Context: an optimization exercise on an open-source flow, tuned for small area, a short achievable clock period and few clock cycles per item. The choices shown serve that exercise and are no tape-out recipe. Only simulation tests tie the RTL to the original design; equivalence was not proved. Power figures rest on the tool's default switching activity, not on a simulated workload.

### flow/design.v
package bole_pkg;
  localparam int DEPTH   = 16;
  localparam int CNT_W   = $clog2(DEPTH + 1);
  localparam int IDX_W   = $clog2(DEPTH);
  localparam int VALUE_W = 32;
  localparam int ENTRY_W = 5;
  localparam logic [2:0] MODE_APPEND    = 3'd0;
  localparam logic [2:0] MODE_POP_FRONT = 3'd1;
  localparam logic [2:0] MODE_POP_BACK  = 3'd2;
  localparam logic [2:0] MODE_DELETE    = 3'd3;
  localparam logic [2:0] MODE_TRAVERSE  = 3'd4;
  localparam logic [1:0] STAT_OK       = 2'd0;
  localparam logic [1:0] STAT_EMPTY    = 2'd1;
  localparam logic [1:0] STAT_NOTFOUND = 2'd2;
  localparam logic [1:0] STAT_FULL     = 2'd3;
  typedef struct packed {
    logic [2:0]         mode;
    logic [VALUE_W-1:0] value;
  } cmd_t;
  typedef struct packed {
    logic [1:0]         status;
    logic [VALUE_W-1:0] item_value;
    logic [ENTRY_W-1:0] entry_count;
    logic               last;
  } result_t;
endpackage
module bole_cell(
  input  logic                          clk,
  input  logic                          shift,
  input  logic                          load,
  input  logic [bole_pkg::VALUE_W-1:0]  right_data,
  input  logic [bole_pkg::VALUE_W-1:0]  wr_value,
  input  logic [bole_pkg::VALUE_W-1:0]  key,
  output logic                          eq,
  output logic [bole_pkg::VALUE_W-1:0]  data
);
  assign eq = data == key;
  always_ff @(posedge clk) begin
    if (shift)     data <= right_data;
    else if (load) data <= wr_value;
  end
endmodule
module bounded_ordered_list_engine_unit(
  input  logic              clk,
  input  logic              rst,
  input  logic              start,
  input  bole_pkg::cmd_t    cmd,
  output logic              busy,
  output logic              strobe,
  output bole_pkg::result_t result
);
  localparam int D  = bole_pkg::DEPTH;
  localparam int CW = bole_pkg::CNT_W;
  localparam int IW = bole_pkg::IDX_W;
  localparam int VW = bole_pkg::VALUE_W;
  logic           a_v;
  bole_pkg::cmd_t a_cmd;
  logic           b_v;
  bole_pkg::cmd_t b_cmd;
  logic [D-1:0]   b_eq;
  logic [IW-1:0]  b_idx;     
  logic           b_hold;    
  logic [CW-1:0]  count;
  logic [VW-1:0]  data  [D];
  logic [D-1:0]   eq_a;
  logic [D-1:0]   shift;
  logic [D-1:0]   load;
  logic accept;
  logic a_move;
  assign busy   = b_hold;
  assign accept = start && !b_hold;
  assign a_move = a_v && !b_hold;
  logic          empty, full;
  logic [D-1:0]  valid_m, eqm, pre;
  logic          hit;
  logic          b_app, b_pf, b_pb, b_del, b_trav;
  logic [CW-1:0] count_next;
  bole_pkg::result_t res_next;
  assign empty = count == '0;
  assign full  = count == CW'(D);
  always_comb begin
    for (int i = 0; i < D; i++) valid_m[i] = CW'(i) < count;
  end
  assign eqm = b_eq & valid_m;
  always_comb begin
    pre[0] = eqm[0];
    for (int i = 1; i < D; i++) pre[i] = pre[i-1] | eqm[i];
  end
  assign hit = pre[D-1];
  assign b_app  = b_v && b_cmd.mode == bole_pkg::MODE_APPEND;
  assign b_pf   = b_v && b_cmd.mode == bole_pkg::MODE_POP_FRONT;
  assign b_pb   = b_v && b_cmd.mode == bole_pkg::MODE_POP_BACK;
  assign b_del  = b_v && b_cmd.mode == bole_pkg::MODE_DELETE;
  assign b_trav = b_v && b_cmd.mode == bole_pkg::MODE_TRAVERSE;
  always_comb begin
    for (int i = 0; i < D; i++) begin
      shift[i] = (b_pf && !empty) || (b_del && pre[i]);
      load[i]  = b_app && !full && count == CW'(i);
    end
  end
  always_comb begin
    count_next = count;
    if (b_app && !full)                         count_next = count + CW'(1);
    if ((b_pf || b_pb) && !empty)               count_next = count - CW'(1);
    if (b_del && hit)                           count_next = count - CW'(1);
  end
  always_comb begin
    res_next.status      = bole_pkg::STAT_OK;
    res_next.item_value  = '0;
    res_next.last        = 1'b1;
    res_next.entry_count = bole_pkg::ENTRY_W'(count_next);
    if (b_app && full)                  res_next.status = bole_pkg::STAT_FULL;
    if ((b_pf || b_pb || b_del || b_trav) && empty)
                                        res_next.status = bole_pkg::STAT_EMPTY;
    if (b_del && !empty && !hit)        res_next.status = bole_pkg::STAT_NOTFOUND;
    if ((b_pf || b_pb || b_trav) && !empty) res_next.item_value = data[b_idx];
    if (b_del && hit)                   res_next.item_value = b_cmd.value;
    if (b_trav && !empty)               res_next.last = CW'(b_idx) + CW'(1) == count;
  end
  logic          same;
  logic [D-1:0]  eq_fwd;
  assign same = b_cmd.value == a_cmd.value;
  always_comb begin
    for (int i = 0; i < D; i++) begin
      if (shift[i])     eq_fwd[i] = (i < D - 1) ? eq_a[(i + 1) % D] : 1'b0;
      else if (load[i]) eq_fwd[i] = same;
      else              eq_fwd[i] = eq_a[i];
    end
  end
  genvar g;
  generate
    for (g = 0; g < D; g++) begin : g_cell
      logic [VW-1:0] right;
      if (g < D - 1) begin : g_mid
        assign right = data[g+1];
      end else begin : g_end
        assign right = data[g];
      end
      bole_cell u_cell (
        .clk        (clk),
        .shift      (shift[g]),
        .load       (load[g]),
        .right_data (right),
        .wr_value   (b_cmd.value),
        .key        (a_cmd.value),
        .eq         (eq_a[g]),
        .data       (data[g])
      );
    end
  endgenerate
  logic a_trav, a_pb;
  assign a_trav = a_cmd.mode == bole_pkg::MODE_TRAVERSE;
  assign a_pb   = a_cmd.mode == bole_pkg::MODE_POP_BACK;
  always_ff @(posedge clk) begin
    if (rst) begin
      a_v    <= 1'b0;
      b_v    <= 1'b0;
      b_hold <= 1'b0;
      count  <= '0;
      strobe <= 1'b0;
    end else begin
      count  <= count_next;
      strobe <= b_v;
      if (accept)      a_v <= 1'b1;
      else if (a_move) a_v <= 1'b0;
      if (!b_hold)     b_v <= a_v;
      if (b_hold)      b_hold <= CW'(b_idx) + CW'(2) < count;
      else             b_hold <= a_v && a_trav && CW'(1) < count_next;
    end
  end
  always_ff @(posedge clk) begin
    if (accept) a_cmd <= cmd;
    if (b_hold) begin
      b_idx <= b_idx + IW'(1);
    end else begin
      b_cmd <= a_cmd;
      b_eq  <= eq_fwd;
      b_idx <= a_pb ? IW'(count_next - CW'(1)) : '0;
    end
    result <= res_next;
  end
endmodule
### flow/constraint.sdc
create_clock -name core_clock -period 6.0 [get_ports {clk}]
set_input_delay 1.2000 -clock core_clock [delete_from_list [all_inputs] [get_ports {clk}]]
set_output_delay 1.2000 -clock core_clock [all_outputs]
set_load 0.01 [all_outputs]
### flow/config.mk
export PLATFORM = sky130hd
export DESIGN_NAME = bounded_ordered_list_engine_unit
export DESIGN_NICKNAME = bounded_ordered_list_engine_unit
export VERILOG_FILES = /design/flow/design.v
export SDC_FILE = /design/flow/constraint.sdc
export NUM_CORES = 4
export LEC_CHECK = 0
export CAP_MARGIN = 20
export CORE_MARGIN = 2
export CORE_UTILIZATION = 30
export SLEW_MARGIN = 20
### flow/run.sh
#!/bin/bash
# synth_recipe.tcl (not shown) runs the flow's synth.tcl, then flattens the netlist and writes it again
# the make line also repeats each setting of config.mk as NAME=value (left out here)
make -C /OpenROAD-flow-scripts/flow DESIGN_CONFIG=/design/flow/config.mk WORK_HOME=/design/flow/orfs CLKGATE_MAP_FILE= SYNTH_SCRIPT=/design/flow/synth_recipe.tcl finish
==> metrics.md <==
| Metric | Value |
|---|---|
| Minimum clock period after layout | around 4.2 ns |
| Seq/Total Area, Yosys | 0.529 |
| CTS tree | yes |
| Initial antenna violation count | 12 |
| Worst Hold Class | reg2reg |
| Cts repair resizes | 0 |
| Drt pass-1 iters | 6 |
| Synth top area cells | edfxtp_1 (50%), xor2_1 (13%), mux2_2 (10%) |
| Warnings, synthesis | 3 |
| Worst-path clk slew | 0.06 ns |
| Worst Max-Slew Pin Slew | around 1.3 ns |
| Clk_skew | between 0.03 and 0.04 ns |
| Synth-to-Final Area Change | 15.4% |
| Critical path cell sequence | ha_1 -> or4b_1 -> a21o_1 -> a211oi_4 -> o211ai_1 -> a21oi_4 -> buf_4 -> mux2_2 |
| Core area | ~120,000 µm² |
| Clk latency of the worst-skew pair | 0.68 ns |
| Post-synth EDFFs | roughly 600 |
| Max-cap viol count | 0 |
| Worst path max stage delay | 0.84 ns |
| RSZ-0062 raised after global routing | false |
| Syn_area_per_cell | about 13 µm² |
| Clock sink count | 651 |
| DP HPWL | roughly 120,000 µm |
| Dpl ws | roughly 1.9 ns |
| Filler cells | ~12,000 |
| Total CTS buffers | just under 80 |
| Die area | ~120,000 µm² |
| Max rail drop VDD | ~0.00019 V |
| Via count | between 20,000 and 30,000 |
| Share of the synthesized area in the top cell type | 0.500 |
| Final period utilization | 0.701 |
| Top delay family on crit path | compound AO/OA/AOI/OAI gates |
| Relative max-transition margin | 0.126 |
| # H-tree levels | 3 |
| DR WL/cell | 37.1 µm |
| Vias per cell | slightly above 6 |
| Count leader, synth | edfxtp_1 |
| Worst EP arrival | 4.62 ns |
| Cts hold-fix bufs | 0 |
| Multi-input gate area | between 15,000 and 20,000 µm² |
| Top cells by count, synth | edfxtp_1 (598), xor2_1 (516), mux2_2 (334) |
| Largest net degree at the start of global routing | 53 |
| Syn_nets | roughly 2,900 |
| Number of global-route vias before repair | roughly 25,000 |
| DRT iter0 DRCs | 4,907 |
| Core Rows | 126 |
| Setup TNS | 0 ns |
| Kind of start point of the critical path | register |
| Root buffer cell | clkbuf_16 |
| First-pass GRT wire length | between 200,000 and 250,000 µm |
| Register Area | around 19,000 µm² |
| Total grt overflow | 0 |
| Slew Limit Fails | 0 |
| Clock share of power | 0.431 |
| Sw Ratio | 0.273 |
| Asr flop ratio synth | 0 |
| Netlist Area Pre-Place | 35,900 µm² |
| Nets | around 2,900 |
| Clk buf depth | 3 |
| Die X | around 350 µm |
| CP Max Fanout | 21 |
| GRT Total Usage | 0.268 |
| Die height | about 350 µm |
| Final setup violation count | 0 |
| Area leader, netlist | edfxtp_1 |
| Slowest stage cell, crit path | a21oi_4 |
| Synth cell types | between 60 and 70 |
| Final hold vios | 0 |
| Setup Buffers After CTS | 0 |
| Endpoint class of the critical path | register |
| Final worst slack | 1.80 ns |
| Port bufs | 79 |
| Initial Utilization | 0.304 |
| Prevailing post-synth register cell | edfxtp_1 |
| Worst path bufs/invs | 1 |
| Post-synthesis cell count | 2,820 |
| Status | no timing/DRC/antenna violations |
| Worst EP required | between 6 and 7 ns |
| Sequential share of power | 0.444 |
| Leakage power | 0.0140 µW |
| GP Congestion | ~1.1 |
| Fmax | between 200 and 250 MHz |
| Combinational group share of total power | 0.126 |
| Total Power | roughly 12,000 µW |
| Share of cells above drive strength 1 | 0.212 |
| Drt drc | 0 |
| Routed wire length | 167,000 µm |
| Synthesized flop and latch total | between 600 and 700 |
| Net switching power figure | around 3200 µW |
| Cell area power density | about 280 nW/µm² |
| Crit Path Class | reg2reg |
| Top Ports | 80 |
| Fin util | 0.350 |
| P_int | ~8500 µW |
| Antenna-violating nets left | 0 |
metrics by stage:
step	hold slack [ns]	area, µm²	instances
3_5_place_dp	0.470	38800	4366
5_1_grt	0.514	41500	4511
6_report	0.483	41500	4514
2_1_floorplan	0.424	35900	2820
4_1_cts	0.484	41500	4511
3_3_place_gp	0.470	38800	4366
kinds of logic (layout without fill, tap and decap cells):
| family | count (synthesis) | in the layout | synth area share |
|---|---|---|---|
| compound gates | 380 | 380 | 0.0778 |
| xor+xnor | 556 | 556 | 0.135 |
| fa+ha+maj | 16 | 16 | 0.00557 |
| buf+inv | 241 | 332 | 0.0259 |
| flops | 651 | 651 | 0.529 |
| mux | 498 | 498 | 0.155 |
| other cells | 0 | 3 | 0 |
| simple gates | 478 | 478 | 0.0707 |
path summary, 6_finish.rpt:
kind | start | slack, ns | to | depth (start not counted)
max | count[0] | 1.80 | g_cell[8].u_cell.data[6] | 8
min | a_cmd[32] | 0.48 | b_cmd[32] | 0
max reg2reg | count[0] | 1.80 | g_cell[8].u_cell.data[6] | 8
min reg2reg | a_cmd[32] | 0.48 | b_cmd[32] | 0
sequential cells by signal, summed over array words and instances (netlist names):
register and flops:
a_cmd 35, a_v 1, b_cmd 35, b_eq 16
b_hold 1, b_idx 4, b_v 1, count 5
g_cell.u_cell.data 512, result 40, strobe 1
cell usage in the layout (no fill, tap or decap), drive strengths merged, types with 10 or more instances in the layout:
cell	n
clkinv	30
nand4	76
mux2i	15
a22oi	155
o21ai	34
xor2	516
clkbuf	105
ha	16
nand2	112
edfxtp	598
nor4	130
o221ai	31
nor2	50
inv	11
and3	10
nand3	41
a21oi	61
nor3	13
a22o	34
a221oi	34
dfxtp	53
buf	97
and2	14
clkdlybuf4s50	79
xnor2	40
mux2	483
layout make-up:
cell class | instances | share of cell area
inverters | 11 | 0.000996
multi-input cells | 1928 | 0.392
flip-flops and latches | 651 | 0.459
clock buffers | 105 | 0.0536
diodes | 3 | 0.000181
repair buffers | 176 | 0.0366
well taps | 1600 | 0.0483
clock inverters | 40 | 0.0101
power by group through the flow:
| stage | Clock (µW) | Combinational, µW | Sequential [µW] |
|---|---|---|---|
| global placement | 0 | 1390 | 5270 |
| detailed placement | 0 | 1400 | 5270 |
| global route | 5230 | 1500 | 5190 |
| CTS | 5070 | 1400 | 5180 |
| floorplan | 0 | 829 | 5200 |
| finish | 5030 | 1470 | 5180 |
per-layer routing:
metal / track usage / routed length, µm
met1: 0.355 / 65600
met2: 0.400 / 71900
met3: 0.0717 / 19400
met4: 0.136 / 10400
met5: 0 / 122
Testbench counts, summed over its fixed seeds: cycles 57,010, commands 32,000.

separate check: timing with driven ports:
How much do the figures lean on ideal ports? The routed layout below was timed once more, with nothing changed but the port constraints.
Step 1 assumes that a clkbuf_16 drives the clock port and a buf_2 every other input.
Step 2, shift: input delay + t, output delay - t, t = (earliest + latest rising clock arrival at the registers) / 2. This alone moves slack from input paths to output paths.
a / b / c = ideal / step 1 / step 2; a / b = the first two.
t (ns): 0.740
setup WS [ns]: 1.797 / 1.797 / 1.797
worst slew at a driven data input, ns: 0.05
pins driven straight from the clock port: 1
After both steps setup and hold are still met in this run. For this run, drivers alone change the setup slack by 0.000 ns; drivers and shift together by 0.000 ns.
